Background: an optimization exercise with open tools, aiming at small area and a short achievable clock period. Do not read the settings as production practice.
At most, simulation tests tie the RTL to the original design; equivalence was not proved.
Function not checked in runs 2 and 3: the RTL went through the layout flow alone.
Power and IR drop assume default switching activity.

==> flow/run.sh <==
#!/bin/bash
# synth_recipe.tcl (not shown) runs the flow's synth.tcl, then flattens the netlist and writes it again
# the make line also repeats each setting of config.mk as NAME=value (left out here)
make -C /OpenROAD-flow-scripts/flow DESIGN_CONFIG=/design/flow/config.mk WORK_HOME=/design/flow/orfs CLKGATE_MAP_FILE= SYNTH_SCRIPT=/design/flow/synth_recipe.tcl finish
==> flow/config.mk <==
export PLATFORM = sky130hd
export DESIGN_NAME = hdmi_recv
export DESIGN_NICKNAME = hdmi_recv
export VERILOG_FILES = /design/flow/design.v
export SDC_FILE = /design/flow/constraint.sdc
export NUM_CORES = 4
export LEC_CHECK = 0
export CAP_MARGIN = 0
export CORE_MARGIN = 2
export CORE_UTILIZATION = 40
export CTS_CLUSTER_DIAMETER = 100
export CTS_CLUSTER_SIZE = 30
export SETUP_SLACK_MARGIN = 4.4
export SLEW_MARGIN = 0
==> flow/constraint.sdc <==
create_clock -name core_clock -period 8.0 [get_ports {clk_sys}]
set_input_delay 1.6000 -clock core_clock [delete_from_list [all_inputs] [get_ports {clk_sys}]]
set_output_delay 1.6000 -clock core_clock [all_outputs]
set_load 0.01 [all_outputs]
==> flow/design.v <==
package hdmi_recv_pkg;
    typedef logic [23:0] pixel_t;        
    typedef logic [31:0] word_t;
    typedef logic [31:0] axi_addr_t;
    typedef logic [7:0]  ctrl_addr_t;
    typedef logic [31:0] stat_cnt_t;
    typedef logic [6:0]  fifo_cnt_t;     
    localparam int BURST_LEN   = 16;     
    localparam int BURST_BYTES = 64;     
    localparam int FIFO_DEPTH  = 64;
    localparam logic [2:0] AXI_SIZE_WORD  = 3'b010;
    localparam logic [1:0] AXI_BURST_INCR = 2'b01;
    localparam ctrl_addr_t REG_START_ADDR   = 8'h00;
    localparam ctrl_addr_t REG_CONTROL      = 8'h04;     
    localparam ctrl_addr_t REG_LINE_PIXELS  = 8'h08;
    localparam ctrl_addr_t REG_FRAME_LINES  = 8'h0C;
    localparam ctrl_addr_t REG_FRAME_PIXELS = 8'h10;
    localparam ctrl_addr_t REG_STATUS       = 8'h14;     
    localparam int STAT_FRAME_DONE = 0;
    localparam int STAT_OVERFLOW   = 1;
endpackage
module video_input_sync (
    input  logic                  clk_sys,
    input  logic                  hdmi_rst_n,
    input  hdmi_recv_pkg::pixel_t hdmi_data,
    input  logic                  hdmi_hs,
    input  logic                  hdmi_vs,
    input  logic                  hdmi_de,
    output hdmi_recv_pkg::pixel_t pixel,
    output logic                  de,
    output logic                  hs_rise,
    output logic                  vs_rise,
    output logic                  vs_fall
);
    logic hs_q;
    logic vs_q;
    always_ff @(posedge clk_sys or negedge hdmi_rst_n) begin
        if (!hdmi_rst_n) begin
            hs_q    <= 1'b0;
            vs_q    <= 1'b0;
            de      <= 1'b0;
            hs_rise <= 1'b0;
            vs_rise <= 1'b0;
            vs_fall <= 1'b0;
        end else begin
            hs_q    <= hdmi_hs;
            vs_q    <= hdmi_vs;
            de      <= hdmi_de;
            hs_rise <= hdmi_hs & ~hs_q;      
            vs_rise <= hdmi_vs & ~vs_q;
            vs_fall <= ~hdmi_vs & vs_q;
        end
    end
    always_ff @(posedge clk_sys) begin
        pixel <= hdmi_data;                  
    end
endmodule
module pixel_repacker (
    input  logic                  clk_sys,
    input  logic                  hdmi_rst_n,
    input  hdmi_recv_pkg::pixel_t pixel,
    input  logic                  de,
    output hdmi_recv_pkg::word_t  wr_word,
    output logic                  wr_pre,
    output logic                  stage_valid,
    output logic                  word_valid
);
    logic [1:0]  phase;         
    logic [23:0] prev;          
    always_ff @(posedge clk_sys or negedge hdmi_rst_n) begin
        if (!hdmi_rst_n) begin
            phase       <= 2'd0;
            stage_valid <= 1'b0;
            word_valid  <= 1'b0;
        end else begin
            phase       <= de ? phase + 2'd1 : 2'd0;
            stage_valid <= wr_pre;
            word_valid  <= stage_valid;
        end
    end
    always_ff @(posedge clk_sys) begin
        prev <= pixel;
    end
    assign wr_pre = de && (phase != 2'd0);   
    always_comb begin
        case (phase)
            2'd1:    wr_word = {pixel[7:0], prev[23:0]};
            2'd2:    wr_word = {pixel[15:0], prev[23:8]};
            default: wr_word = {pixel[23:0], prev[23:16]};
        endcase
    end
endmodule
module video_stats (
    input  logic                     clk_sys,
    input  logic                     hdmi_rst_n,
    input  logic                     de,
    input  logic                     hs_rise,
    input  logic                     vs_rise,
    input  logic                     vs_fall,
    output hdmi_recv_pkg::stat_cnt_t line_pixels,
    output logic                     line_valid,
    output hdmi_recv_pkg::stat_cnt_t frame_lines,
    output hdmi_recv_pkg::stat_cnt_t frame_pixels,
    output logic                     frame_valid,
    output logic                     frame_done
);
    hdmi_recv_pkg::stat_cnt_t line_cnt;        
    hdmi_recv_pkg::stat_cnt_t line_total;      
    hdmi_recv_pkg::stat_cnt_t pix_total;       
    logic                     line_load;
    assign line_load = hs_rise && (line_cnt != '0);    
    always_ff @(posedge clk_sys or negedge hdmi_rst_n) begin
        if (!hdmi_rst_n) begin
            line_cnt     <= '0;
            line_total   <= '0;
            pix_total    <= '0;
            line_valid   <= 1'b0;
            frame_valid  <= 1'b0;
            frame_done   <= 1'b0;
        end else begin
            frame_done <= vs_fall;
            if (line_load)
                line_valid <= 1'b1;
            if (vs_rise)
                frame_valid <= 1'b1;
            if (hs_rise)
                line_cnt <= hdmi_recv_pkg::stat_cnt_t'(de);
            else if (de)
                line_cnt <= line_cnt + 1'b1;
            if (vs_rise) begin
                line_total   <= hdmi_recv_pkg::stat_cnt_t'(hs_rise);
                pix_total    <= hdmi_recv_pkg::stat_cnt_t'(de);
            end else begin
                if (hs_rise)
                    line_total <= line_total + 1'b1;
                if (de)
                    pix_total <= pix_total + 1'b1;
            end
        end
    end
    always_ff @(posedge clk_sys) begin
        if (line_load)
            line_pixels <= line_cnt;
        if (vs_rise) begin
            frame_lines  <= line_total;
            frame_pixels <= pix_total;
        end
    end
endmodule
module pixel_fifo (
    input  logic                     clk_sys,
    input  logic                     hdmi_rst_n,
    input  hdmi_recv_pkg::word_t     wr_data,
    input  logic                     wr_pre,        
    input  logic                     stage_valid,   
    input  logic                     wr_en,         
    input  logic                     rd_en,
    output hdmi_recv_pkg::word_t     rd_data,
    output logic                     empty,
    output logic                     empty_next,
    output logic                     burst_ready,
    output logic                     overflow
);
    localparam int DEPTH = hdmi_recv_pkg::FIFO_DEPTH;
    logic [5:0]  wr_ptr;
    logic [5:0]  rd_ptr;
    logic [5:0]  ra;            
    logic [6:0]  count;
    logic [6:0]  count_next;
    logic        full;          
    logic        almost_full;   
    logic        single;        
    logic        full_next;
    logic        do_wr;
    logic        do_rd;
    logic        skip;
    logic [5:0]  wa0;
    logic [DEPTH-1:0] dec0;
    logic [DEPTH-1:0] row_we;
    logic [31:0] rows [DEPTH];
    logic [31:0] head_d;
    assign do_wr       = wr_en & ~full;
    assign do_rd       = rd_en;                  
    assign count_next  = count + 7'(do_wr) - 7'(do_rd);
    assign full_next   = ~do_rd & (full | (almost_full & do_wr));
    assign empty_next  = ~do_wr & (empty | (single & do_rd));
    always_ff @(posedge clk_sys or negedge hdmi_rst_n) begin
        if (!hdmi_rst_n) begin
            wr_ptr      <= '0;
            rd_ptr      <= '0;
            ra          <= '0;
            count       <= '0;
            full        <= 1'b0;
            almost_full <= 1'b0;
            single      <= 1'b0;
            empty       <= 1'b1;
            burst_ready <= 1'b0;
            overflow    <= 1'b0;
        end else begin
            overflow    <= wr_en & full;
            wr_ptr      <= wr_ptr + 6'(do_wr);
            rd_ptr      <= rd_ptr + 6'(do_rd);
            count       <= count_next;
            full        <= full_next;
            almost_full <= (count_next == 7'd63);
            single      <= (count_next == 7'd1);
            empty       <= empty_next;
            burst_ready <= |count_next[6:4];
            case ({do_rd, empty_next})
                2'b00:   ra <= rd_ptr + 6'd1;
                2'b01:   ra <= rd_ptr;
                2'b10:   ra <= rd_ptr + 6'd2;
                default: ra <= rd_ptr + 6'd1;
            endcase
        end
    end
    assign wa0  = wr_ptr + 6'(do_wr);
    assign skip = stage_valid & ~full_next;
    for (genvar i = 0; i < DEPTH; i++) begin : g_row
        assign dec0[i]   = (wa0 == 6'(i));
        assign row_we[i] = wr_pre & (skip ? dec0[(i + DEPTH - 1) % DEPTH] : dec0[i]);
        always_ff @(posedge clk_sys) begin
            if (row_we[i])
                rows[i] <= wr_data;
        end
    end
    always_comb begin
        head_d = '0;
        for (int i = 0; i < DEPTH; i++)
            head_d = head_d | (rows[i] & {32{ra == 6'(i)}});
    end
    always_ff @(posedge clk_sys) begin
        if (do_rd || empty)
            rd_data <= head_d;
    end
endmodule
module axi_burst_writer (
    input  logic                     clk_sys,
    input  logic                     hdmi_rst_n,
    input  logic                     dma_enable,
    input  hdmi_recv_pkg::axi_addr_t start_addr,
    input  logic                     start_addr_written,
    input  logic                     vs_rise,
    input  hdmi_recv_pkg::word_t     fifo_data,
    input  logic                     fifo_empty,
    input  logic                     fifo_empty_next,
    input  logic                     fifo_burst_ready,
    output logic                     fifo_rd_en,
    output hdmi_recv_pkg::axi_addr_t awaddr,
    output logic [7:0]               awlen,
    output logic [2:0]               awsize,
    output logic [1:0]               awburst,
    output logic                     awvalid,
    input  logic                     awready,
    output hdmi_recv_pkg::word_t     wdata,
    output logic [3:0]               wstrb,
    output logic                     wlast,
    output logic                     wvalid,
    input  logic                     wready,
    input  logic                     bvalid,
    input  logic [1:0]               bresp,
    output logic                     bready
);
    logic       st_addr;
    logic       st_data;
    logic       st_resp;
    logic       st_idle;
    logic [3:0] beat_cnt;
    logic [3:0] beat_next;
    logic       st_data_next;
    hdmi_recv_pkg::axi_addr_t addr_ptr;
    logic       err_hold;
    logic       start;
    logic       w_fire;
    assign awlen      = 8'(hdmi_recv_pkg::BURST_LEN - 1);
    assign awsize     = hdmi_recv_pkg::AXI_SIZE_WORD;
    assign awburst    = hdmi_recv_pkg::AXI_BURST_INCR;
    assign awvalid    = st_addr;
    assign wdata      = fifo_data;
    assign wstrb      = 4'hf;
    assign bready     = 1'b1;
    assign st_idle    = ~(st_addr | st_data | st_resp);
    assign start      = st_idle & dma_enable & ~err_hold & fifo_burst_ready;
    assign w_fire     = wvalid & wready;
    assign fifo_rd_en = w_fire;
    assign beat_next    = st_addr ? 4'd0 : (w_fire ? beat_cnt + 4'd1 : beat_cnt);
    assign st_data_next = (st_addr & awready) | (st_data & ~(w_fire & wlast));
    always_ff @(posedge clk_sys or negedge hdmi_rst_n) begin
        if (!hdmi_rst_n) begin
            st_addr  <= 1'b0;
            st_data  <= 1'b0;
            st_resp  <= 1'b0;
            beat_cnt <= '0;
            wlast    <= 1'b0;
            wvalid   <= 1'b0;
            addr_ptr <= '0;
            awaddr   <= '0;
            err_hold <= 1'b0;
        end else begin
            if (start_addr_written || vs_rise)
                err_hold <= 1'b0;
            else if (st_resp && bvalid && bresp[1])
                err_hold <= 1'b1;
            if (start_addr_written || vs_rise)
                addr_ptr <= start_addr;
            else if (start)
                addr_ptr <= addr_ptr + hdmi_recv_pkg::BURST_BYTES;
            if (start)
                awaddr <= addr_ptr;
            st_addr  <= start | (st_addr & ~awready);
            st_data  <= st_data_next;
            st_resp  <= (st_data & w_fire & wlast) | (st_resp & ~bvalid);
            beat_cnt <= beat_next;
            wlast    <= (beat_next == 4'd15);
            wvalid   <= st_data_next & ~fifo_empty_next;
        end
    end
endmodule
module ctrl_regs (
    input  logic                      clk_sys,
    input  logic                      hdmi_rst_n,
    input  hdmi_recv_pkg::ctrl_addr_t ctrl_address,
    input  logic                      ctrl_read,
    input  logic                      ctrl_write,
    input  hdmi_recv_pkg::word_t      ctrl_writedata,
    input  logic [3:0]                ctrl_byteenable,
    output hdmi_recv_pkg::word_t      ctrl_readdata,
    output logic [1:0]                ctrl_response,
    output logic                      ctrl_waitrequest,
    input  hdmi_recv_pkg::stat_cnt_t  line_pixels,
    input  logic                      line_valid,
    input  hdmi_recv_pkg::stat_cnt_t  frame_lines,
    input  hdmi_recv_pkg::stat_cnt_t  frame_pixels,
    input  logic                      frame_valid,
    input  logic                      frame_done,
    input  logic                      fifo_overflow,
    output hdmi_recv_pkg::axi_addr_t  start_addr,
    output logic                      start_addr_written,
    output logic                      dma_enable
);
    logic       rd_ack;         
    logic [1:0] status;         
    logic       status_rd;      
    assign ctrl_waitrequest = ctrl_read & ~rd_ack;
    assign ctrl_response    = 2'b00;
    assign status_rd        = ctrl_read & ~rd_ack & (ctrl_address == hdmi_recv_pkg::REG_STATUS);
    always_ff @(posedge clk_sys or negedge hdmi_rst_n) begin
        if (!hdmi_rst_n) begin
            rd_ack             <= 1'b0;
            start_addr         <= '0;
            start_addr_written <= 1'b0;
            dma_enable         <= 1'b0;
            status             <= '0;
        end else begin
            rd_ack             <= ctrl_read & ~rd_ack;
            start_addr_written <= ctrl_write & (ctrl_address == hdmi_recv_pkg::REG_START_ADDR);
            if (ctrl_write && ctrl_address == hdmi_recv_pkg::REG_START_ADDR) begin
                for (int i = 0; i < 4; i++) begin
                    if (ctrl_byteenable[i])
                        start_addr[8*i +: 8] <= ctrl_writedata[8*i +: 8];
                end
            end
            if (ctrl_write && ctrl_address == hdmi_recv_pkg::REG_CONTROL && ctrl_byteenable[0])
                dma_enable <= ctrl_writedata[0];
            status[hdmi_recv_pkg::STAT_FRAME_DONE] <= frame_done | (status[hdmi_recv_pkg::STAT_FRAME_DONE] & ~status_rd);
            status[hdmi_recv_pkg::STAT_OVERFLOW]   <= fifo_overflow | (status[hdmi_recv_pkg::STAT_OVERFLOW] & ~status_rd);
        end
    end
    logic sel_sa, sel_ctl, sel_lp, sel_fl, sel_fp, sel_st;
    assign sel_sa  = (ctrl_address == hdmi_recv_pkg::REG_START_ADDR);
    assign sel_ctl = (ctrl_address == hdmi_recv_pkg::REG_CONTROL);
    assign sel_lp  = (ctrl_address == hdmi_recv_pkg::REG_LINE_PIXELS) & line_valid;
    assign sel_fl  = (ctrl_address == hdmi_recv_pkg::REG_FRAME_LINES) & frame_valid;
    assign sel_fp  = (ctrl_address == hdmi_recv_pkg::REG_FRAME_PIXELS) & frame_valid;
    assign sel_st  = (ctrl_address == hdmi_recv_pkg::REG_STATUS);
    always_ff @(posedge clk_sys) begin
        ctrl_readdata <= ({32{sel_sa}}  & start_addr)
                       | ({32{sel_ctl}} & {31'd0, dma_enable})
                       | ({32{sel_lp}}  & line_pixels)
                       | ({32{sel_fl}}  & frame_lines)
                       | ({32{sel_fp}}  & frame_pixels)
                       | ({32{sel_st}}  & {30'd0, status});
    end
endmodule
module hdmi_recv (
    input  logic                      clk_sys,
    input  logic                      hdmi_rst_n,
    input  hdmi_recv_pkg::pixel_t     hdmi_data,
    input  logic                      hdmi_hs,
    input  logic                      hdmi_vs,
    input  logic                      hdmi_de,
    input  hdmi_recv_pkg::ctrl_addr_t ctrl_address,
    input  logic                      ctrl_read,
    input  logic                      ctrl_write,
    input  hdmi_recv_pkg::word_t      ctrl_writedata,
    input  logic [3:0]                ctrl_byteenable,
    output hdmi_recv_pkg::word_t      ctrl_readdata,
    output logic [1:0]                ctrl_response,
    output logic                      ctrl_waitrequest,
    output hdmi_recv_pkg::axi_addr_t  awaddr,
    output logic [7:0]                awlen,
    output logic [2:0]                awsize,
    output logic [1:0]                awburst,
    output logic                      awvalid,
    input  logic                      awready,
    output hdmi_recv_pkg::word_t      wdata,
    output logic [3:0]                wstrb,
    output logic                      wlast,
    output logic                      wvalid,
    input  logic                      wready,
    input  logic                      bvalid,
    input  logic [1:0]                bresp,
    output logic                      bready
);
    hdmi_recv_pkg::pixel_t    pixel;
    logic      de;
    logic      hs_rise;
    logic      vs_rise;
    logic      vs_fall;
    hdmi_recv_pkg::word_t     wr_word;
    logic      wr_pre;
    logic      stage_valid;
    logic      word_valid;
    hdmi_recv_pkg::word_t     fifo_data;
    logic      fifo_empty;
    logic      fifo_empty_next;
    logic      fifo_burst_ready;
    logic      fifo_overflow;
    logic      fifo_rd_en;
    hdmi_recv_pkg::axi_addr_t start_addr;
    logic      start_addr_written;
    logic      dma_enable;
    hdmi_recv_pkg::stat_cnt_t line_pixels;
    logic      line_valid;
    logic      frame_valid;
    hdmi_recv_pkg::stat_cnt_t frame_lines;
    hdmi_recv_pkg::stat_cnt_t frame_pixels;
    logic      frame_done;
    video_input_sync video_input_sync_i (
        .clk_sys    (clk_sys),
        .hdmi_rst_n (hdmi_rst_n),
        .hdmi_data  (hdmi_data),
        .hdmi_hs    (hdmi_hs),
        .hdmi_vs    (hdmi_vs),
        .hdmi_de    (hdmi_de),
        .pixel      (pixel),
        .de         (de),
        .hs_rise    (hs_rise),
        .vs_rise    (vs_rise),
        .vs_fall    (vs_fall)
    );
    pixel_repacker pixel_repacker_i (
        .clk_sys    (clk_sys),
        .hdmi_rst_n (hdmi_rst_n),
        .pixel      (pixel),
        .de         (de),
        .wr_word     (wr_word),
        .wr_pre      (wr_pre),
        .stage_valid (stage_valid),
        .word_valid  (word_valid)
    );
    video_stats video_stats_i (
        .clk_sys      (clk_sys),
        .hdmi_rst_n   (hdmi_rst_n),
        .de           (de),
        .hs_rise      (hs_rise),
        .vs_rise      (vs_rise),
        .vs_fall      (vs_fall),
        .line_pixels  (line_pixels),
        .line_valid   (line_valid),
        .frame_lines  (frame_lines),
        .frame_pixels (frame_pixels),
        .frame_valid  (frame_valid),
        .frame_done   (frame_done)
    );
    pixel_fifo pixel_fifo_i (
        .clk_sys     (clk_sys),
        .hdmi_rst_n  (hdmi_rst_n),
        .wr_data     (wr_word),
        .wr_pre      (wr_pre),
        .stage_valid (stage_valid),
        .wr_en       (word_valid),       
        .rd_en       (fifo_rd_en),
        .rd_data     (fifo_data),
        .empty       (fifo_empty),
        .empty_next  (fifo_empty_next),
        .burst_ready (fifo_burst_ready),
        .overflow    (fifo_overflow)
    );
    axi_burst_writer axi_burst_writer_i (
        .clk_sys            (clk_sys),
        .hdmi_rst_n         (hdmi_rst_n),
        .dma_enable         (dma_enable),
        .start_addr         (start_addr),
        .start_addr_written (start_addr_written),
        .vs_rise            (vs_rise),
        .fifo_data          (fifo_data),
        .fifo_empty         (fifo_empty),
        .fifo_empty_next    (fifo_empty_next),
        .fifo_burst_ready   (fifo_burst_ready),
        .fifo_rd_en         (fifo_rd_en),
        .awaddr             (awaddr),
        .awlen              (awlen),
        .awsize             (awsize),
        .awburst            (awburst),
        .awvalid            (awvalid),
        .awready            (awready),
        .wdata              (wdata),
        .wstrb              (wstrb),
        .wlast              (wlast),
        .wvalid             (wvalid),
        .wready             (wready),
        .bvalid             (bvalid),
        .bresp              (bresp),
        .bready             (bready)
    );
    ctrl_regs ctrl_regs_i (
        .clk_sys            (clk_sys),
        .hdmi_rst_n         (hdmi_rst_n),
        .ctrl_address       (ctrl_address),
        .ctrl_read          (ctrl_read),
        .ctrl_write         (ctrl_write),
        .ctrl_writedata     (ctrl_writedata),
        .ctrl_byteenable    (ctrl_byteenable),
        .ctrl_readdata      (ctrl_readdata),
        .ctrl_response      (ctrl_response),
        .ctrl_waitrequest   (ctrl_waitrequest),
        .line_pixels        (line_pixels),
        .line_valid         (line_valid),
        .frame_lines        (frame_lines),
        .frame_pixels       (frame_pixels),
        .frame_valid        (frame_valid),
        .frame_done         (frame_done),
        .fifo_overflow      (fifo_overflow),
        .start_addr         (start_addr),
        .start_addr_written (start_addr_written),
        .dma_enable         (dma_enable)
    );
endmodule
==> flow_summary.yaml, run 1 <==
clock_network:
  cts_root_buf: "clkbuf_16"
  htreeDepth: 3
  cts_buffers: 98
  clkSinkCount: 2507
  cts_tree: "done"
  clk_latency_ns: 0.86
  path_clk_slew_ns: 0.11
  clk_path_buf_depth: 3
detailed_routing:
  wl_mm: 357.8
  avgRoutedWirePerCell_um: 41.99
  ant_nets: 0
  drt-initial-drc-count: 12413
  post_drt_via_cell_ratio: 6.846
  vias: 58325
  firstDrtPassIters: 7
  drcViolationCount: 0
critical_path:
  reg2reg_from: "pixel_fifo_i.ra[3]$_DFF_PN0_"
  worstSetupPathType: "register to register"
  crit_path_end_kind: "register"
  critical_path.cell_chain: "nand4bb_2 -> nor2_4 -> buf_4 -> a221oi_1 -> nand4_1 -> or4_1"
  cp-start-kind: "register"
  startpoint: "pixel_fifo_i.ra[3]$_DFF_PN0_"
  reg2reg_to: "pixel_fifo_i.rd_data[31]$_DFFE_PP_"
  critPathArrivalTime_ns: 4.35
  r2r_setup_slack_ns: 4.25
  cpPeakStageDelay_ns: 0.88
  slowest_stage: "nor2_4"
  crit_required_ns: 8.60
  cp_max_fo: 20
  ff2ff_path_depth: 6
power:
  switching_share_pct: 29.93
  clkPwrFrac_pct: 23.6
  power_frac_comb_pct: 19.4
  seq_power_share_pct: 57.0
  p_per_area_nw_per_um2: 264.6
  power.switching_mw: 8.222
  intPower_mw: 19.25
  p_leak_nw: 33.57
  ir_drop_mv: 0.1957
place:
  portBuffers: 178
  pre_cts_slack_ns: 2.346
  post-dp-hpwl_mm: 187.7
  dp_cells: 8218
  place_congestion: 0.8616
yosys:
  syn_inst: 5097
  yosys-top-cells-area: "edfxtp_1 (72%), dfrtp_1 (6.8%), a22o_1 (4.9%)"
  synth_edf_count: 2176
  syn_area_sq_um: 91360
  async_reset_ff_share_pct: 10.01
  yosys.area.top_type: "edfxtp_1"
  yosys_most_used_dff: "edfxtp_1"
  synth_most_common_cell: "edfxtp_1"
  synthTopCellsByCount: "edfxtp_1 (2,176), a22o_1 (513), a221oi_1 (512)"
  synth_top_area_share_pct: 71.52
  ys_seq_area_share_pct: 80.15
  synth.avg_cell_area_sq_um: 17.92
  synth.distinct_cells: 60
  synth-seq-cells: 2507
  ys_warn_count: 7
global_routing:
  grt_max_degree: 138
  grt_util_all_layers_pct: 30.09
  grt_pass1_wl_mm: 471.0
  grt-ovfl-total: 0
  antenna_found_initial: 19
  first_global_vias: 52680
sta:
  skew_ns: 0.08546
  slew_viol_final: 0
  fin_ws_ns: 4.246
  worst_pin_slew_ns: 1.223
  timing.final.crit_share_pct: 46.93
  fin_hold_ws_ns: 0.3413
  rsz0062_at_grt: "false"
  fmax_ghz: 0.2664
  slew_headroom_pct: 17.72
  fin_setup_tns_ns: 0
  fin_crit_ns: 3.754
  setup_violations: 0
  hold_viol: 0
final_layout:
  regArea_sq_um: 73240
  drive_above_1_share_pct: 13.97
  layout.cells.non_filler: 8519
  n_fill_cell: 19320
  fin_nets: 5562
  multi_input_area_sq_um: 18450
  synthToLayoutAreaGrowth_pct: 13.62
die:
  ioPinCount: 200
  chipHeight_um: 481.9
  start_util_pct: 40.20
  die_w_um: 481.9
  die_area_sq_um: 232200
  core_sq_um: 227300
  num_rows: 175
run_status:
  outcome: "complete, no violations"
hold_path:
  hold_depth: 0
  min_to: "pixel_repacker_i.prev[14]$_DFF_P_"
  min_from: "video_input_sync_i.pixel[14]$_DFF_P_"
  hp-class: "register to register"
job:
  cap_violations: 0
[sequential cells by signal, summed over array words and instances, names as in the netlist, 4 cells and up]
name and cells:
video_stats_i.frame_pixels 32, video_input_sync_i.pixel 24, ctrl_regs_i.start_addr 32, pixel_fifo_i.rd_data 32, video_stats_i.frame_lines 32, axi_burst_writer_i.awaddr 32, pixel_fifo_i.rd_ptr 6, video_stats_i.line_cnt 32
video_stats_i.pix_total 32, video_stats_i.line_pixels 32, pixel_fifo_i.count 7, ctrl_regs_i.ctrl_readdata 32, pixel_fifo_i.wr_ptr 6, axi_burst_writer_i.addr_ptr 32, video_stats_i.line_total 32, pixel_repacker_i.prev 24
axi_burst_writer_i.beat_cnt 4, pixel_fifo_i.ra 6, pixel_fifo_i.rows 2048
[worst max-delay path by stage]
stage,to,slack (ns),depth (start not counted)
finish,pixel_fifo_i.rd_data[31]$_DFFE_PP_,4.25,6
global route,wvalid,4.40,1
CTS,pixel_fifo_i.rd_data[18]$_DFFE_PP_,4.33,7
detailed placement,pixel_fifo_i.rows[51][0]$_DFFE_PP_,2.35,9
global placement,pixel_fifo_i.rows[47][12]$_DFFE_PP_,2.35,9
floorplan,pixel_fifo_i.rows[3][0]$_DFFE_PP_,4.32,10
[cell families (layout without fill, tap and decap cells)]
logic type	Yosys count	in the layout	synth area share, %
and+or+nand+nor	805	810	4.484
DFF	2507	2507	80.15
other	2	33	0.008220
muxes	76	76	0.9286
adders and majority gates	25	25	0.3506
AOI/OAI and AO/OA	1236	1236	11.30
buffers and inverters	319	696	1.556
xor gates and xnor gates	127	127	1.218
[power groups by stage]
stage                     logic, mW  clock network, mW  registers (mW)
after CTS                      5.03               6.45            15.6
after global routing           5.42               6.87            15.7
after detailed placement       4.85                  0            15.9
after floorplan                2.22                  0            15.9
after global placement         4.80                  0            15.9
final                          5.34               6.48            15.6
[cell type report]
class / instances / area share [%]
diodes: 13 / 0.03134
clock buffers: 122 / 2.530
clock inverters: 18 / 0.2447
inverters: 38 / 0.1398
multi-input cells: 2294 / 17.77
flip-flops and latches: 2507 / 70.57
well taps: 3009 / 3.627
repair buffers: 518 / 5.087
[timing repair]
item / 4_1_cts / 5_1_grt
pin swaps: 72 / 6
setup endpoints to repair: 2009 / 405
setup buffers: 113 / 27
hold buffers: 0 / 0
cloned: 8 / 0
gates resized for setup: 177 / 17
[cell usage in the layout (no fill, tap or decap), drive strengths merged, types with 86 or more instances in the layout]
cell type	count
a22oi	95
xor2	86
buf	340
a22o	513
a221oi	512
dfrtp	250
nor2	305
clkbuf	122
nand4	167
nand2	120
clkdlybuf4s50	174
edfxtp	2176
[worst max-delay path, delay by kind of cell, from the launching register on]
kind,cells,cell delay (ns)
buffers and inverters,1,0.65
AO/OA/AOI/OAI,1,0.20
flip-flops,1,0.62
AND/OR/NAND/NOR,4,1.97
[layer usage]
metal,GRT usage [%],vias to the layer above,part of all wire [%]
li1,-,21643,-
met5,0,-,0.074
met1,39.84,29918,35
met2,44.44,5563,43
met4,15.98,18,6.8
met3,9.391,1183,15
[metrics by stage]
stage | power, mW | util, % | instance area, sq um
detailed placement | 20.77 | 43.40 | 98640
global placement | 20.71 | 43.40 | 98640
CTS | 27.11 | 45.51 | 103400
floorplan | 18.11 | - | 91890
global route | 27.98 | 45.66 | 103800
finish | 27.47 | 45.67 | 103800
==> run 2, diff against run 1 <==
--- a/flow/design.v
+++ b/flow/design.v
@@ -61,11 +61,10 @@
     input  hdmi_recv_pkg::pixel_t pixel,
     input  logic                  de,
-    output hdmi_recv_pkg::word_t  wr_word,
-    output logic                  wr_pre,
+    output hdmi_recv_pkg::word_t  stage_word,
     output logic                  stage_valid,
     output logic                  word_valid
 );
     logic [1:0]  phase;         
-    logic [23:0] prev;          
+    logic [23:0] hold;          
     always_ff @(posedge clk_sys or negedge hdmi_rst_n) begin
         if (!hdmi_rst_n) begin
@@ -75,17 +74,24 @@
         end else begin
             phase       <= de ? phase + 2'd1 : 2'd0;
-            stage_valid <= wr_pre;
+            stage_valid <= de && (phase != 2'd0);    
             word_valid  <= stage_valid;
         end
     end
     always_ff @(posedge clk_sys) begin
-        prev <= pixel;
-    end
-    assign wr_pre = de && (phase != 2'd0);   
-    always_comb begin
         case (phase)
-            2'd1:    wr_word = {pixel[7:0], prev[23:0]};
-            2'd2:    wr_word = {pixel[15:0], prev[23:8]};
-            default: wr_word = {pixel[23:0], prev[23:16]};
+            2'd0: begin
+                hold <= pixel;
+            end
+            2'd1: begin
+                stage_word <= {pixel[7:0], hold[23:0]};
+                hold[15:0] <= pixel[23:8];
+            end
+            2'd2: begin
+                stage_word <= {pixel[15:0], hold[15:0]};
+                hold[7:0]  <= pixel[23:16];
+            end
+            default: begin
+                stage_word <= {pixel, hold[7:0]};
+            end
         endcase
     end
@@ -99,8 +105,6 @@
     input  logic                     vs_fall,
     output hdmi_recv_pkg::stat_cnt_t line_pixels,
-    output logic                     line_valid,
     output hdmi_recv_pkg::stat_cnt_t frame_lines,
     output hdmi_recv_pkg::stat_cnt_t frame_pixels,
-    output logic                     frame_valid,
     output logic                     frame_done
 );
@@ -108,6 +112,4 @@
     hdmi_recv_pkg::stat_cnt_t line_total;      
     hdmi_recv_pkg::stat_cnt_t pix_total;       
-    logic                     line_load;
-    assign line_load = hs_rise && (line_cnt != '0);    
     always_ff @(posedge clk_sys or negedge hdmi_rst_n) begin
         if (!hdmi_rst_n) begin
@@ -115,18 +117,20 @@
             line_total   <= '0;
             pix_total    <= '0;
-            line_valid   <= 1'b0;
-            frame_valid  <= 1'b0;
+            line_pixels  <= '0;
+            frame_lines  <= '0;
+            frame_pixels <= '0;
             frame_done   <= 1'b0;
         end else begin
             frame_done <= vs_fall;
-            if (line_load)
-                line_valid <= 1'b1;
-            if (vs_rise)
-                frame_valid <= 1'b1;
-            if (hs_rise)
+            if (hs_rise) begin
+                if (line_cnt != '0)
+                    line_pixels <= line_cnt;     
                 line_cnt <= hdmi_recv_pkg::stat_cnt_t'(de);
-            else if (de)
+            end else if (de) begin
                 line_cnt <= line_cnt + 1'b1;
+            end
             if (vs_rise) begin
+                frame_lines  <= line_total;
+                frame_pixels <= pix_total;
                 line_total   <= hdmi_recv_pkg::stat_cnt_t'(hs_rise);
                 pix_total    <= hdmi_recv_pkg::stat_cnt_t'(de);
@@ -139,12 +143,4 @@
         end
     end
-    always_ff @(posedge clk_sys) begin
-        if (line_load)
-            line_pixels <= line_cnt;
-        if (vs_rise) begin
-            frame_lines  <= line_total;
-            frame_pixels <= pix_total;
-        end
-    end
 endmodule
 module pixel_fifo (
@@ -152,7 +148,6 @@
     input  logic                     hdmi_rst_n,
     input  hdmi_recv_pkg::word_t     wr_data,
-    input  logic                     wr_pre,        
-    input  logic                     stage_valid,   
-    input  logic                     wr_en,         
+    input  logic                     wr_pre,
+    input  logic                     wr_en,
     input  logic                     rd_en,
     output hdmi_recv_pkg::word_t     rd_data,
@@ -165,64 +160,41 @@
     logic [5:0]  wr_ptr;
     logic [5:0]  rd_ptr;
-    logic [5:0]  ra;            
     logic [6:0]  count;
     logic [6:0]  count_next;
-    logic        full;          
-    logic        almost_full;   
-    logic        single;        
-    logic        full_next;
+    logic        full;
     logic        do_wr;
     logic        do_rd;
-    logic        skip;
-    logic [5:0]  wa0;
-    logic [DEPTH-1:0] dec0;
-    logic [DEPTH-1:0] row_we;
+    logic [5:0]  wa;
+    logic [5:0]  ra;
     logic [31:0] rows [DEPTH];
     logic [31:0] head_d;
-    assign do_wr       = wr_en & ~full;
-    assign do_rd       = rd_en;                  
-    assign count_next  = count + 7'(do_wr) - 7'(do_rd);
-    assign full_next   = ~do_rd & (full | (almost_full & do_wr));
-    assign empty_next  = ~do_wr & (empty | (single & do_rd));
+    assign full       = count[6];
+    assign empty      = (count == 7'd0);
+    assign do_wr      = wr_en & ~full;
+    assign do_rd      = rd_en;                     
+    assign count_next = count + 7'(do_wr) - 7'(do_rd);
+    assign empty_next = (count_next == 7'd0);
+    assign burst_ready = |count[6:4];
     always_ff @(posedge clk_sys or negedge hdmi_rst_n) begin
         if (!hdmi_rst_n) begin
-            wr_ptr      <= '0;
-            rd_ptr      <= '0;
-            ra          <= '0;
-            count       <= '0;
-            full        <= 1'b0;
-            almost_full <= 1'b0;
-            single      <= 1'b0;
-            empty       <= 1'b1;
-            burst_ready <= 1'b0;
-            overflow    <= 1'b0;
+            wr_ptr   <= '0;
+            rd_ptr   <= '0;
+            count    <= '0;
+            overflow <= 1'b0;
         end else begin
-            overflow    <= wr_en & full;
-            wr_ptr      <= wr_ptr + 6'(do_wr);
-            rd_ptr      <= rd_ptr + 6'(do_rd);
-            count       <= count_next;
-            full        <= full_next;
-            almost_full <= (count_next == 7'd63);
-            single      <= (count_next == 7'd1);
-            empty       <= empty_next;
-            burst_ready <= |count_next[6:4];
-            case ({do_rd, empty_next})
-                2'b00:   ra <= rd_ptr + 6'd1;
-                2'b01:   ra <= rd_ptr;
-                2'b10:   ra <= rd_ptr + 6'd2;
-                default: ra <= rd_ptr + 6'd1;
-            endcase
+            overflow <= wr_en & full;
+            wr_ptr   <= wr_ptr + 6'(do_wr);
+            rd_ptr   <= rd_ptr + 6'(do_rd);
+            count    <= count_next;
         end
     end
-    assign wa0  = wr_ptr + 6'(do_wr);
-    assign skip = stage_valid & ~full_next;
+    assign wa = wr_ptr + 6'(do_wr);
     for (genvar i = 0; i < DEPTH; i++) begin : g_row
-        assign dec0[i]   = (wa0 == 6'(i));
-        assign row_we[i] = wr_pre & (skip ? dec0[(i + DEPTH - 1) % DEPTH] : dec0[i]);
         always_ff @(posedge clk_sys) begin
-            if (row_we[i])
+            if (wr_pre && wa == 6'(i))
                 rows[i] <= wr_data;
         end
     end
+    assign ra = rd_ptr + {5'd0, ~empty};
     always_comb begin
         head_d = '0;
@@ -329,8 +301,6 @@
     output logic                      ctrl_waitrequest,
     input  hdmi_recv_pkg::stat_cnt_t  line_pixels,
-    input  logic                      line_valid,
     input  hdmi_recv_pkg::stat_cnt_t  frame_lines,
     input  hdmi_recv_pkg::stat_cnt_t  frame_pixels,
-    input  logic                      frame_valid,
     input  logic                      frame_done,
     input  logic                      fifo_overflow,
@@ -367,18 +337,14 @@
         end
     end
-    logic sel_sa, sel_ctl, sel_lp, sel_fl, sel_fp, sel_st;
-    assign sel_sa  = (ctrl_address == hdmi_recv_pkg::REG_START_ADDR);
-    assign sel_ctl = (ctrl_address == hdmi_recv_pkg::REG_CONTROL);
-    assign sel_lp  = (ctrl_address == hdmi_recv_pkg::REG_LINE_PIXELS) & line_valid;
-    assign sel_fl  = (ctrl_address == hdmi_recv_pkg::REG_FRAME_LINES) & frame_valid;
-    assign sel_fp  = (ctrl_address == hdmi_recv_pkg::REG_FRAME_PIXELS) & frame_valid;
-    assign sel_st  = (ctrl_address == hdmi_recv_pkg::REG_STATUS);
     always_ff @(posedge clk_sys) begin
-        ctrl_readdata <= ({32{sel_sa}}  & start_addr)
-                       | ({32{sel_ctl}} & {31'd0, dma_enable})
-                       | ({32{sel_lp}}  & line_pixels)
-                       | ({32{sel_fl}}  & frame_lines)
-                       | ({32{sel_fp}}  & frame_pixels)
-                       | ({32{sel_st}}  & {30'd0, status});
+        case (ctrl_address)
+            hdmi_recv_pkg::REG_START_ADDR:   ctrl_readdata <= start_addr;
+            hdmi_recv_pkg::REG_CONTROL:      ctrl_readdata <= {31'd0, dma_enable};
+            hdmi_recv_pkg::REG_LINE_PIXELS:  ctrl_readdata <= line_pixels;
+            hdmi_recv_pkg::REG_FRAME_LINES:  ctrl_readdata <= frame_lines;
+            hdmi_recv_pkg::REG_FRAME_PIXELS: ctrl_readdata <= frame_pixels;
+            hdmi_recv_pkg::REG_STATUS:       ctrl_readdata <= {30'd0, status};
+            default:          ctrl_readdata <= '0;      
+        endcase
     end
 endmodule
@@ -418,6 +384,5 @@
     logic      vs_rise;
     logic      vs_fall;
-    hdmi_recv_pkg::word_t     wr_word;
-    logic      wr_pre;
+    hdmi_recv_pkg::word_t     stage_word;
     logic      stage_valid;
     logic      word_valid;
@@ -432,6 +397,4 @@
     logic      dma_enable;
     hdmi_recv_pkg::stat_cnt_t line_pixels;
-    logic      line_valid;
-    logic      frame_valid;
     hdmi_recv_pkg::stat_cnt_t frame_lines;
     hdmi_recv_pkg::stat_cnt_t frame_pixels;
@@ -455,6 +418,5 @@
         .pixel      (pixel),
         .de         (de),
-        .wr_word     (wr_word),
-        .wr_pre      (wr_pre),
+        .stage_word  (stage_word),
         .stage_valid (stage_valid),
         .word_valid  (word_valid)
@@ -468,8 +430,6 @@
         .vs_fall      (vs_fall),
         .line_pixels  (line_pixels),
-        .line_valid   (line_valid),
         .frame_lines  (frame_lines),
         .frame_pixels (frame_pixels),
-        .frame_valid  (frame_valid),
         .frame_done   (frame_done)
     );
@@ -477,7 +437,6 @@
         .clk_sys     (clk_sys),
         .hdmi_rst_n  (hdmi_rst_n),
-        .wr_data     (wr_word),
-        .wr_pre      (wr_pre),
-        .stage_valid (stage_valid),
+        .wr_data     (stage_word),
+        .wr_pre      (stage_valid),
         .wr_en       (word_valid),       
         .rd_en       (fifo_rd_en),
@@ -527,8 +486,6 @@
         .ctrl_waitrequest   (ctrl_waitrequest),
         .line_pixels        (line_pixels),
-        .line_valid         (line_valid),
         .frame_lines        (frame_lines),
         .frame_pixels       (frame_pixels),
-        .frame_valid        (frame_valid),
         .frame_done         (frame_done),
         .fifo_overflow      (fifo_overflow),
==> flow/config.mk (replaced) <==
export PLATFORM = sky130hd
export DESIGN_NAME = hdmi_recv
export DESIGN_NICKNAME = hdmi_recv
export VERILOG_FILES = /design/flow/design.v
export SDC_FILE = /design/flow/constraint.sdc
export NUM_CORES = 4
export LEC_CHECK = 0
export CAP_MARGIN = 20
export CORE_MARGIN = 2
export CORE_UTILIZATION = 40
export SLEW_MARGIN = 20
==> run 2 against run 1 <==
  * Critical path type unchanged
  * Synthesized area up 6.1%
  * Cell count rose by 15%
  * Worst hold slack improved by 0.016 ns
  * Highest routed layer unchanged
  * Still clean
==> flow_summary.yaml, run 2 <==
yosys:
  synth_most_common_cell: "edfxtp_1"
  yosys-top-cells-area: "edfxtp_1 (66%), dfrtp_1 (8.6%), a22oi_1 (3.4%)"
  syn_area_sq_um: 96950
  yosys_most_used_dff: "edfxtp_1"
  ys_warn_count: 7
  synth_edf_count: 2136
  syn_inst: 5973
  ys_seq_area_share_pct: 75.94
  synth.avg_cell_area_sq_um: 16.23
  synth.distinct_cells: 90
  async_reset_ff_share_pct: 13.22
  synth_top_area_share_pct: 66.16
  synth-seq-cells: 2526
  yosys.area.top_type: "edfxtp_1"
  synthTopCellsByCount: "edfxtp_1 (2,136), a22oi_1 (434), dfrtp_1 (334)"
final_layout:
  drive_above_1_share_pct: 16.52
  fin_nets: 6507
  synthToLayoutAreaGrowth_pct: 17.15
  final_cell_mix: "edfxtp_1 (2,136), a22oi_1 (434), dfrtp_1 (330)"
  max_flop_register: "pixel_fifo_i.rows"
  final_common_cell: "edfxtp_1"
  largest_reg_flops: 2048
global_routing:
  grt-ovfl-total: 0
  grt_pass1_wl_mm: 502.4
  grt_max_degree: 147
  antenna_found_initial: 27
  grt_util_all_layers_pct: 29.88
  first_global_vias: 60024
place:
  post-dp-hpwl_mm: 223.8
  portBuffers: 178
  place_congestion: 0.9581
sta:
  timing.final.crit_share_pct: 76.05
  fin_crit_ns: 6.084
  rsz0062_at_grt: "false"
  hold_viol: 0
  fin_hold_ws_ns: 0.3570
  skew_ns: 0.09137
  fin_setup_tns_ns: 0
  slew_headroom_pct: 6.690
  worst_pin_slew_ns: 1.364
  slew_viol_final: 0
  setup_violations: 0
  fmax_ghz: 0.1644
detailed_routing:
  vias: 64389
  wl_mm: 375.9
  ant_nets: 0
  firstDrtPassIters: 9
  post_drt_via_cell_ratio: 6.576
  drt-initial-drc-count: 12284
  avgRoutedWirePerCell_um: 38.40
  drcViolationCount: 0
run_status:
  outcome: "complete, no violations"
hold_path:
  hp-class: "register to register"
critical_path:
  critPathArrivalTime_ns: 6.69
  worstSetupPathType: "register to register"
  crit_required_ns: 8.61
  crit_path_end_kind: "register"
  cp-start-kind: "register"
  cp_max_fo: 45
power:
  ir_drop_mv: 0.3332
  p_leak_nw: 38.13
  p_per_area_nw_per_um2: 308.9
die:
  die_area_sq_um: 246300
  core_sq_um: 240800
  num_rows: 180
  chipHeight_um: 496.3
  start_util_pct: 40.27
  die_w_um: 496.3
  ioPinCount: 200
clock_network:
  cts_buffers: 279
  cts_hold_buffers: 0
  cts_tree: "done"
  clk_latency_ns: 0.97
  post_cts_buffers: 0
  cts_root_buf: "clkbuf_16"
  clk_path_buf_depth: 4
  cts.repair.resized: 0
  path_clk_slew_ns: 0.06
  htreeDepth: 5
  clkSinkCount: 2526
job:
  cap_violations: 0
run 2: area by class of cell:
| class | count | area, sq um |
|---|---|---|
| Fill cell | 20191 | 127200 |
| Tap cell | 3185 | 3985 |
| Timing Repair Buffer | 479 | 4129 |
| Multi-Input combinational cell | 3073 | 22970 |
| Clock buffer | 350 | 7500 |
| Clock inverter | 123 | 1166 |
| Antenna cell | 13 | 32.53 |
| Inverter | 42 | 157.7 |
| Sequential cell | 2526 | 73630 |
run 2: per-layer routing:
| metal | global-route usage, % | share of wire [%] |
|---|---|---|
| met3 | 9.205 | 15 |
| met5 | 0.2896 | 0.036 |
| met2 | 42.78 | 42 |
| met4 | 19.29 | 7.9 |
| met1 | 39.37 | 35 |
run 2: cell families after synthesis:
kind of cell    synth area share, %
compound gates                10.31
xor+xnor                      1.182
fa+ha+maj                    0.3433
buf+inv                       1.733
flops                         75.94
mux                           4.627
other cells                0.007747
simple gates                  5.859
run 2: where the power goes:
group	leakage [nW]	internal (mW)	total [mW]	switching, mW
registers	24.3	15.2	15.4	0.263
clock network	4.22	7.32	12.5	5.17
logic	9.59	1.88	7.18	5.30
total	38.1	24.4	35.1	10.7
run 2: final timing paths:
kind / start / endpoint / slack (ns) / cells after the start
setup / recovery: pixel_fifo_i.count[5]$_DFF_PN0_ / pixel_fifo_i.rd_data[23]$_DFFE_PP_ / 1.92 / 13
hold / removal: video_input_sync_i.vs_fall$_DFF_PN0_ / video_stats_i.frame_done$_DFF_PN0_ / 0.36 / 0
setup reg to reg: pixel_fifo_i.count[5]$_DFF_PN0_ / pixel_fifo_i.rd_data[23]$_DFFE_PP_ / 1.92 / 13
hold reg to reg: video_input_sync_i.vs_fall$_DFF_PN0_ / video_stats_i.frame_done$_DFF_PN0_ / 0.36 / 0
max in group asynchronous: hdmi_rst_n / video_input_sync_i.vs_rise$_DFF_PN0_ / 5.90 / 2
min in group asynchronous: hdmi_rst_n / axi_burst_writer_i.addr_ptr[25]$_DFFE_PN0P_ / 0.59 / 1
run 2: critical path, stage by stage, from the launching register on:
cell	delay [ns]
dfrtp_1	0.38
inv_1	0.09
ha_1	0.14
nor2b_1	0.29
nand4_1	0.31
ha_4	0.89
or3b_2	0.33
mux2i_4	0.20
buf_4	0.40
o211ai_1	0.18
o2111ai_1	0.18
a2111oi_0	1.18
nand4_1	0.41
or4_1	0.70
run 2: metrics by stage:
stage                     power [mW]  instances  setup slack, ns  utilization [%]  area, sq um
after floorplan                18.76       5991            3.970                -        97010
after global routing           35.63       9779            1.892            47.16       113500
after CTS                      34.77       9778            2.131            47.16       113500
after detailed placement       22.50       9305            2.074            43.56       104900
after global placement         22.40       9302            2.175            43.53       104800
final                          35.08       9791            1.916            47.17       113600
==> run 3, diff against run 2 <==
--- a/flow/design.v
+++ b/flow/design.v
@@ -61,10 +61,11 @@
     input  hdmi_recv_pkg::pixel_t pixel,
     input  logic                  de,
-    output hdmi_recv_pkg::word_t  stage_word,
-    output logic                  stage_valid,
+    output hdmi_recv_pkg::word_t  word,
     output logic                  word_valid
 );
     logic [1:0]  phase;         
     logic [23:0] hold;          
+    hdmi_recv_pkg::word_t       stage_word;
+    logic        stage_valid;
     always_ff @(posedge clk_sys or negedge hdmi_rst_n) begin
         if (!hdmi_rst_n) begin
@@ -95,4 +96,5 @@
             end
         endcase
+        word <= stage_word;
     end
 endmodule
@@ -144,36 +146,28 @@
     end
 endmodule
-module pixel_fifo (
+module pixel_fifo #(
+    parameter int DEPTH = hdmi_recv_pkg::FIFO_DEPTH
+) (
     input  logic                     clk_sys,
     input  logic                     hdmi_rst_n,
     input  hdmi_recv_pkg::word_t     wr_data,
-    input  logic                     wr_pre,
     input  logic                     wr_en,
     input  logic                     rd_en,
     output hdmi_recv_pkg::word_t     rd_data,
     output logic                     empty,
-    output logic                     empty_next,
-    output logic                     burst_ready,
+    output hdmi_recv_pkg::fifo_cnt_t count,
     output logic                     overflow
 );
-    localparam int DEPTH = hdmi_recv_pkg::FIFO_DEPTH;
-    logic [5:0]  wr_ptr;
-    logic [5:0]  rd_ptr;
-    logic [6:0]  count;
-    logic [6:0]  count_next;
-    logic        full;
-    logic        do_wr;
-    logic        do_rd;
-    logic [5:0]  wa;
-    logic [5:0]  ra;
-    logic [31:0] rows [DEPTH];
-    logic [31:0] head_d;
-    assign full       = count[6];
-    assign empty      = (count == 7'd0);
-    assign do_wr      = wr_en & ~full;
-    assign do_rd      = rd_en;                     
-    assign count_next = count + 7'(do_wr) - 7'(do_rd);
-    assign empty_next = (count_next == 7'd0);
-    assign burst_ready = |count[6:4];
+    hdmi_recv_pkg::word_t                    mem [DEPTH];
+    logic [$clog2(DEPTH)-1:0] wr_ptr;
+    logic [$clog2(DEPTH)-1:0] rd_ptr;
+    logic                     full;
+    logic                     do_wr;
+    logic                     do_rd;
+    assign full    = (count == hdmi_recv_pkg::fifo_cnt_t'(DEPTH));
+    assign empty   = (count == '0);
+    assign do_wr   = wr_en & ~full;
+    assign do_rd   = rd_en & ~empty;
+    assign rd_data = mem[rd_ptr];                    
     always_ff @(posedge clk_sys or negedge hdmi_rst_n) begin
         if (!hdmi_rst_n) begin
@@ -183,26 +177,15 @@
             overflow <= 1'b0;
         end else begin
-            overflow <= wr_en & full;
-            wr_ptr   <= wr_ptr + 6'(do_wr);
-            rd_ptr   <= rd_ptr + 6'(do_rd);
-            count    <= count_next;
+            overflow <= wr_en & full;                
+            if (do_wr)
+                wr_ptr <= (wr_ptr == DEPTH - 1) ? '0 : wr_ptr + 1'b1;
+            if (do_rd)
+                rd_ptr <= (rd_ptr == DEPTH - 1) ? '0 : rd_ptr + 1'b1;
+            count <= count + hdmi_recv_pkg::fifo_cnt_t'(do_wr) - hdmi_recv_pkg::fifo_cnt_t'(do_rd);
         end
     end
-    assign wa = wr_ptr + 6'(do_wr);
-    for (genvar i = 0; i < DEPTH; i++) begin : g_row
-        always_ff @(posedge clk_sys) begin
-            if (wr_pre && wa == 6'(i))
-                rows[i] <= wr_data;
-        end
-    end
-    assign ra = rd_ptr + {5'd0, ~empty};
-    always_comb begin
-        head_d = '0;
-        for (int i = 0; i < DEPTH; i++)
-            head_d = head_d | (rows[i] & {32{ra == 6'(i)}});
-    end
     always_ff @(posedge clk_sys) begin
-        if (do_rd || empty)
-            rd_data <= head_d;
+        if (do_wr)
+            mem[wr_ptr] <= wr_data;
     end
 endmodule
@@ -216,6 +199,5 @@
     input  hdmi_recv_pkg::word_t     fifo_data,
     input  logic                     fifo_empty,
-    input  logic                     fifo_empty_next,
-    input  logic                     fifo_burst_ready,
+    input  hdmi_recv_pkg::fifo_cnt_t fifo_count,
     output logic                     fifo_rd_en,
     output hdmi_recv_pkg::axi_addr_t awaddr,
@@ -234,36 +216,25 @@
     output logic                     bready
 );
-    logic       st_addr;
-    logic       st_data;
-    logic       st_resp;
-    logic       st_idle;
-    logic [3:0] beat_cnt;
-    logic [3:0] beat_next;
-    logic       st_data_next;
-    hdmi_recv_pkg::axi_addr_t addr_ptr;
-    logic       err_hold;
-    logic       start;
-    logic       w_fire;
+    typedef enum logic [1:0] {S_IDLE, S_ADDR, S_DATA, S_RESP} state_t;
+    state_t                       state;
+    logic [$clog2(hdmi_recv_pkg::BURST_LEN)-1:0] beat_cnt;
+    hdmi_recv_pkg::axi_addr_t                    addr_ptr;      
+    logic                         err_hold;      
+    logic                         w_fire;
     assign awlen      = 8'(hdmi_recv_pkg::BURST_LEN - 1);
     assign awsize     = hdmi_recv_pkg::AXI_SIZE_WORD;
     assign awburst    = hdmi_recv_pkg::AXI_BURST_INCR;
-    assign awvalid    = st_addr;
+    assign awvalid    = (state == S_ADDR);
     assign wdata      = fifo_data;
     assign wstrb      = 4'hf;
-    assign bready     = 1'b1;
-    assign st_idle    = ~(st_addr | st_data | st_resp);
-    assign start      = st_idle & dma_enable & ~err_hold & fifo_burst_ready;
+    assign wvalid     = (state == S_DATA) & ~fifo_empty;
+    assign wlast      = (beat_cnt == hdmi_recv_pkg::BURST_LEN - 1);
     assign w_fire     = wvalid & wready;
     assign fifo_rd_en = w_fire;
-    assign beat_next    = st_addr ? 4'd0 : (w_fire ? beat_cnt + 4'd1 : beat_cnt);
-    assign st_data_next = (st_addr & awready) | (st_data & ~(w_fire & wlast));
+    assign bready     = 1'b1;
     always_ff @(posedge clk_sys or negedge hdmi_rst_n) begin
         if (!hdmi_rst_n) begin
-            st_addr  <= 1'b0;
-            st_data  <= 1'b0;
-            st_resp  <= 1'b0;
+            state    <= S_IDLE;
             beat_cnt <= '0;
-            wlast    <= 1'b0;
-            wvalid   <= 1'b0;
             addr_ptr <= '0;
             awaddr   <= '0;
@@ -272,18 +243,34 @@
             if (start_addr_written || vs_rise)
                 err_hold <= 1'b0;
-            else if (st_resp && bvalid && bresp[1])
+            else if (state == S_RESP && bvalid && bresp[1])
                 err_hold <= 1'b1;
             if (start_addr_written || vs_rise)
                 addr_ptr <= start_addr;
-            else if (start)
+            else if (state == S_IDLE && dma_enable && !err_hold && fifo_count >= hdmi_recv_pkg::BURST_LEN)
                 addr_ptr <= addr_ptr + hdmi_recv_pkg::BURST_BYTES;
-            if (start)
-                awaddr <= addr_ptr;
-            st_addr  <= start | (st_addr & ~awready);
-            st_data  <= st_data_next;
-            st_resp  <= (st_data & w_fire & wlast) | (st_resp & ~bvalid);
-            beat_cnt <= beat_next;
-            wlast    <= (beat_next == 4'd15);
-            wvalid   <= st_data_next & ~fifo_empty_next;
+            case (state)
+                S_IDLE: begin
+                    if (dma_enable && !err_hold && fifo_count >= hdmi_recv_pkg::BURST_LEN) begin
+                        awaddr <= addr_ptr;
+                        state  <= S_ADDR;
+                    end
+                end
+                S_ADDR: begin
+                    beat_cnt <= '0;
+                    if (awready)
+                        state <= S_DATA;
+                end
+                S_DATA: begin
+                    if (w_fire) begin
+                        beat_cnt <= beat_cnt + 1'b1;
+                        if (wlast)
+                            state <= S_RESP;
+                    end
+                end
+                default: begin
+                    if (bvalid)
+                        state <= S_IDLE;
+                end
+            endcase
         end
     end
@@ -338,13 +325,15 @@
     end
     always_ff @(posedge clk_sys) begin
-        case (ctrl_address)
-            hdmi_recv_pkg::REG_START_ADDR:   ctrl_readdata <= start_addr;
-            hdmi_recv_pkg::REG_CONTROL:      ctrl_readdata <= {31'd0, dma_enable};
-            hdmi_recv_pkg::REG_LINE_PIXELS:  ctrl_readdata <= line_pixels;
-            hdmi_recv_pkg::REG_FRAME_LINES:  ctrl_readdata <= frame_lines;
-            hdmi_recv_pkg::REG_FRAME_PIXELS: ctrl_readdata <= frame_pixels;
-            hdmi_recv_pkg::REG_STATUS:       ctrl_readdata <= {30'd0, status};
-            default:          ctrl_readdata <= '0;      
-        endcase
+        if (ctrl_read && !rd_ack) begin
+            case (ctrl_address)
+                hdmi_recv_pkg::REG_START_ADDR:   ctrl_readdata <= start_addr;
+                hdmi_recv_pkg::REG_CONTROL:      ctrl_readdata <= {31'd0, dma_enable};
+                hdmi_recv_pkg::REG_LINE_PIXELS:  ctrl_readdata <= line_pixels;
+                hdmi_recv_pkg::REG_FRAME_LINES:  ctrl_readdata <= frame_lines;
+                hdmi_recv_pkg::REG_FRAME_PIXELS: ctrl_readdata <= frame_pixels;
+                hdmi_recv_pkg::REG_STATUS:       ctrl_readdata <= {30'd0, status};
+                default:          ctrl_readdata <= '0;      
+            endcase
+        end
     end
 endmodule
@@ -384,11 +373,9 @@
     logic      vs_rise;
     logic      vs_fall;
-    hdmi_recv_pkg::word_t     stage_word;
-    logic      stage_valid;
+    hdmi_recv_pkg::word_t     word;
     logic      word_valid;
     hdmi_recv_pkg::word_t     fifo_data;
     logic      fifo_empty;
-    logic      fifo_empty_next;
-    logic      fifo_burst_ready;
+    hdmi_recv_pkg::fifo_cnt_t fifo_count;
     logic      fifo_overflow;
     logic      fifo_rd_en;
@@ -418,7 +405,6 @@
         .pixel      (pixel),
         .de         (de),
-        .stage_word  (stage_word),
-        .stage_valid (stage_valid),
-        .word_valid  (word_valid)
+        .word       (word),
+        .word_valid (word_valid)
     );
     video_stats video_stats_i (
@@ -434,16 +420,16 @@
         .frame_done   (frame_done)
     );
-    pixel_fifo pixel_fifo_i (
-        .clk_sys     (clk_sys),
-        .hdmi_rst_n  (hdmi_rst_n),
-        .wr_data     (stage_word),
-        .wr_pre      (stage_valid),
-        .wr_en       (word_valid),       
-        .rd_en       (fifo_rd_en),
-        .rd_data     (fifo_data),
-        .empty       (fifo_empty),
-        .empty_next  (fifo_empty_next),
-        .burst_ready (fifo_burst_ready),
-        .overflow    (fifo_overflow)
+    pixel_fifo #(
+        .DEPTH (hdmi_recv_pkg::FIFO_DEPTH)
+    ) pixel_fifo_i (
+        .clk_sys    (clk_sys),
+        .hdmi_rst_n (hdmi_rst_n),
+        .wr_data    (word),
+        .wr_en      (word_valid),        
+        .rd_en      (fifo_rd_en),
+        .rd_data    (fifo_data),
+        .empty      (fifo_empty),
+        .count      (fifo_count),
+        .overflow   (fifo_overflow)
     );
     axi_burst_writer axi_burst_writer_i (
@@ -456,6 +442,5 @@
         .fifo_data          (fifo_data),
         .fifo_empty         (fifo_empty),
-        .fifo_empty_next    (fifo_empty_next),
-        .fifo_burst_ready   (fifo_burst_ready),
+        .fifo_count         (fifo_count),
         .fifo_rd_en         (fifo_rd_en),
         .awaddr             (awaddr),
==> run 3 against run 2 <==
  * Sequential share of layout area up 0.16 points
  * Maximum frequency down 9.7%
  * Critical path type is now register to output pin
  * Highest routed layer unchanged
  * Synthesized cell count down 12%
  * Clock power about the same
  * Final area down 0.25%
  * Setup slack worse by 0.65 ns
  * Combinational power up about 20%
  * Still clean on timing, DRC and antenna
  * Clock skew down 0.017 ns
==> flow_summary.yaml, run 3 <==
sta:
  fin_setup_tns_ns: 0
  timing.final.crit_share_pct: 84.22
  skew_ns: 0.07415
  slew_viol_final: 0
  worst_pin_slew_ns: 1.094
  fin_crit_ns: 6.737
  fin_hold_ws_ns: 0.2933
  setup_violations: 0
  slew_headroom_pct: 26.84
  rsz0062_at_grt: "false"
  fmax_ghz: 0.1484
  hold_viol: 0
clock_network:
  clkSinkCount: 2523
  cts_hold_buffers: 0
  clk_path_buf_depth: 4
  path_clk_slew_ns: 0.06
  clk_latency_ns: 0.91
  cts.repair.resized: 0
  cts_tree: "done"
  cts_buffers: 275
  htreeDepth: 5
  post_cts_buffers: 0
  cts_root_buf: "clkbuf_16"
final_layout:
  synthToLayoutAreaGrowth_pct: 15.03
  n_fill_cell: 20529
  drive_above_1_share_pct: 22.56
  final_cell_mix: "edfxtp_1 (2,136), mux4_2 (442), dfrtp_1 (325)"
  max_flop_register: "pixel_fifo_i.mem"
  multi_input_area_sq_um: 23790
  fin_nets: 5663
  final_common_cell: "edfxtp_1"
  fin_area_sq_um: 113300
  largest_reg_flops: 2048
  layout.cells.non_filler: 8979
  regArea_sq_um: 73640
detailed_routing:
  firstDrtPassIters: 6
  post_drt_via_cell_ratio: 5.642
  drt-initial-drc-count: 5459
  avgRoutedWirePerCell_um: 27.61
  wl_mm: 247.9
  ant_nets: 0
  drcViolationCount: 0
  vias: 50658
power:
  p_leak_nw: 38.16
  p_per_area_nw_per_um2: 322.6
  ir_drop_mv: 0.2126
  power_mw: 36.55
place:
  post-dp-hpwl_mm: 139.6
  place_area_sq_um: 104700
  portBuffers: 178
  place_congestion: 0.8056
  dp_cells: 8497
run_status:
  outcome: "complete, no violations"
yosys:
  synth_edf_count: 2136
  yosys.area.top_type: "edfxtp_1"
  synth.distinct_cells: 76
  synth.avg_cell_area_sq_um: 18.83
  syn_area_sq_um: 98490
  synthTopCellsByCount: "edfxtp_1 (2,136), mux4_2 (442), dfrtp_1 (331)"
  ys_seq_area_share_pct: 74.68
  yosys-top-cells-area: "edfxtp_1 (65%), mux4_2 (10%), dfrtp_1 (8.4%)"
  async_reset_ff_share_pct: 13.12
  syn_inst: 5229
  synth_top_area_share_pct: 65.13
  yosys_most_used_dff: "edfxtp_1"
  synth-seq-cells: 2523
  ys_warn_count: 6
  synth_most_common_cell: "edfxtp_1"
global_routing:
  grt-ovfl-total: 0
  grt_max_degree: 124
  first_global_vias: 51127
  grt_util_all_layers_pct: 19.60
  grt_pass1_wl_mm: 358.5
  antenna_found_initial: 19
critical_path:
  critical_path.cell_chain: "buf_12 -> mux4_2 -> mux2i_1 -> o22ai_1 -> nor2_1 -> o21ai_1 -> clkdlybuf4s50_1"
  ff2ff_path_depth: 9
  crit_family: "buffers and inverters"
  slowest_stage: "dfrtp_4"
  worstSetupPathType: "register to output pin"
  cp_max_fo: 64
  cp-start-kind: "register"
  crit_required_ns: 6.40
  crit_buf_inv: 2
  crit_path_end_kind: "output pin"
  cpPeakStageDelay_ns: 1.04
  critPathArrivalTime_ns: 5.14
  cp.depth: 7
die:
  num_rows: 182
  die_w_um: 500.2
  ioPinCount: 200
  start_util_pct: 40.12
  die_area_sq_um: 250200
  core_sq_um: 245500
  chipHeight_um: 500.2
job:
  cap_violations: 0
hold_path:
  hp-class: "register to register"
  hold_depth: 0
## run 3: cell types whose count changed after synthesis, moves of 57 or more
cell	previous run	this run
a22oi_1	434	65
nor2_1	309	252
a21oi_1	126	68
a221oi_1	100	16
nand4_1	119	50
mux4_2	1	442
clkbuf_1	206	125
a22o_1	113	4
## run 3: cell type report
cell class	count	share of cell area [%]
clock buffer	345	6.498
antenna	11	0.02430
timing repair buffer	329	2.725
sequential	2523	65.00
multi-input combinational	2382	21.00
inverter	45	0.1491
tap	3220	3.556
clock inverter	124	1.050
## run 3: per-layer routing
| metal | GRT usage [%] | share of wire (%) | vias up |
|---|---|---|---|
| met1 | 27.41 | 42 | 26753 |
| met4 | 5.196 | 2.5 | 18 |
| met2 | 31.61 | 48 | 1902 |
| met3 | 3.676 | 7.0 | 390 |
| li1 | - | - | 21595 |
| met5 | 0 | 0.042 | - |
## run 3: where the power goes
group / switching, mW / internal, mW / leakage (nW)
Clock: 5.00 / 7.21 / 4.17
Combinational: 4.79 / 3.86 / 9.70
Sequential: 0.639 / 15.1 / 24.3
## run 3: kinds of logic after synthesis
family	count (synthesis)	synth area share, %
mux	869	14.71
fa+ha+maj	27	0.3506
compound gates	471	3.236
xor+xnor	89	0.7915
other cells	2	0.007625
flops	2523	74.68
simple gates	906	4.443
buf+inv	342	1.785
## run 3: final timing paths
path | slack [ns] | start | endpoint
worst min-delay path | 0.29 | pixel_repacker_i.stage_word[9]$_DFFE_PN_ | pixel_repacker_i.word[9]$_DFF_P_
min in group asynchronous | 0.69 | hdmi_rst_n | video_input_sync_i.de$_DFF_PN0_
worst max register to register | 3.89 | pixel_fifo_i.count[4]$_DFF_PN0_ | pixel_fifo_i.mem[22][2]$_DFFE_PP_
worst min register to register | 0.29 | pixel_repacker_i.stage_word[9]$_DFFE_PN_ | pixel_repacker_i.word[9]$_DFF_P_
max in group asynchronous | 5.81 | hdmi_rst_n | pixel_fifo_i.rd_ptr[0]$_DFFE_PN0P_
worst max-delay path | 1.26 | pixel_fifo_i.rd_ptr[1]$_DFFE_PN0P_ | wdata[7]
## run 3: stage by stage
stage                     setup WS, ns  util, %
after floorplan                  3.171        -
after global placement           2.197    42.63
after detailed placement         2.190    42.63
after CTS                        1.209    46.12
after global routing             1.066    46.14
final                            1.263    46.15
## run 3: worst reg2reg max path, cell delays in order, from the launching register on
cell and delay (ns):
dfrtp_1 0.35, inv_1 0.11, ha_1 0.22, and4bb_2 0.25, a21boi_1 0.15, buf_4 0.26
and2_1 0.26, nand3_1 0.77, nor2_4 0.84, buf_4 0.55

what the ideal ports hide:
Ports are ideal in the flow. The routed layouts listed here were re-timed in OpenROAD.
Step 1, drivers: a clkbuf_16 drives clk_sys and a buf_2 each remaining input, both assumed.
Step 2 also shifts input and output timing later by t, the mid clock arrival at the registers, as if the neighbouring blocks saw the same clock.
Three values: ideal, step 1, step 2; two values: the first two.
| run | t, ns | slack for setup (ns) | worst hold slack (ns) | slew at the worst register clock pin (ns) | worst data-port slew with drivers (ns) |
|---|---|---|---|---|---|
| run 1 | 0.911 | 4.246 / 4.246 / 3.594 | 0.341 / 0.341 / 0.341 | 0.12 / 0.12 | 0.08 |
| run 2 | 1.024 | 1.916 / 1.916 / 1.916 | 0.357 / 0.357 / 0.357 | 0.07 / 0.07 | 0.06 |
| run 3 | 0.978 | 1.263 / 1.164 / 2.142 | 0.293 / 0.293 / 0.293 | 0.07 / 0.07 | 0.12 |
After both steps every run listed still meets setup and hold. For run 1, which loses most, drivers alone change the setup slack by 0.000 ns; drivers and shift together by -0.652 ns.
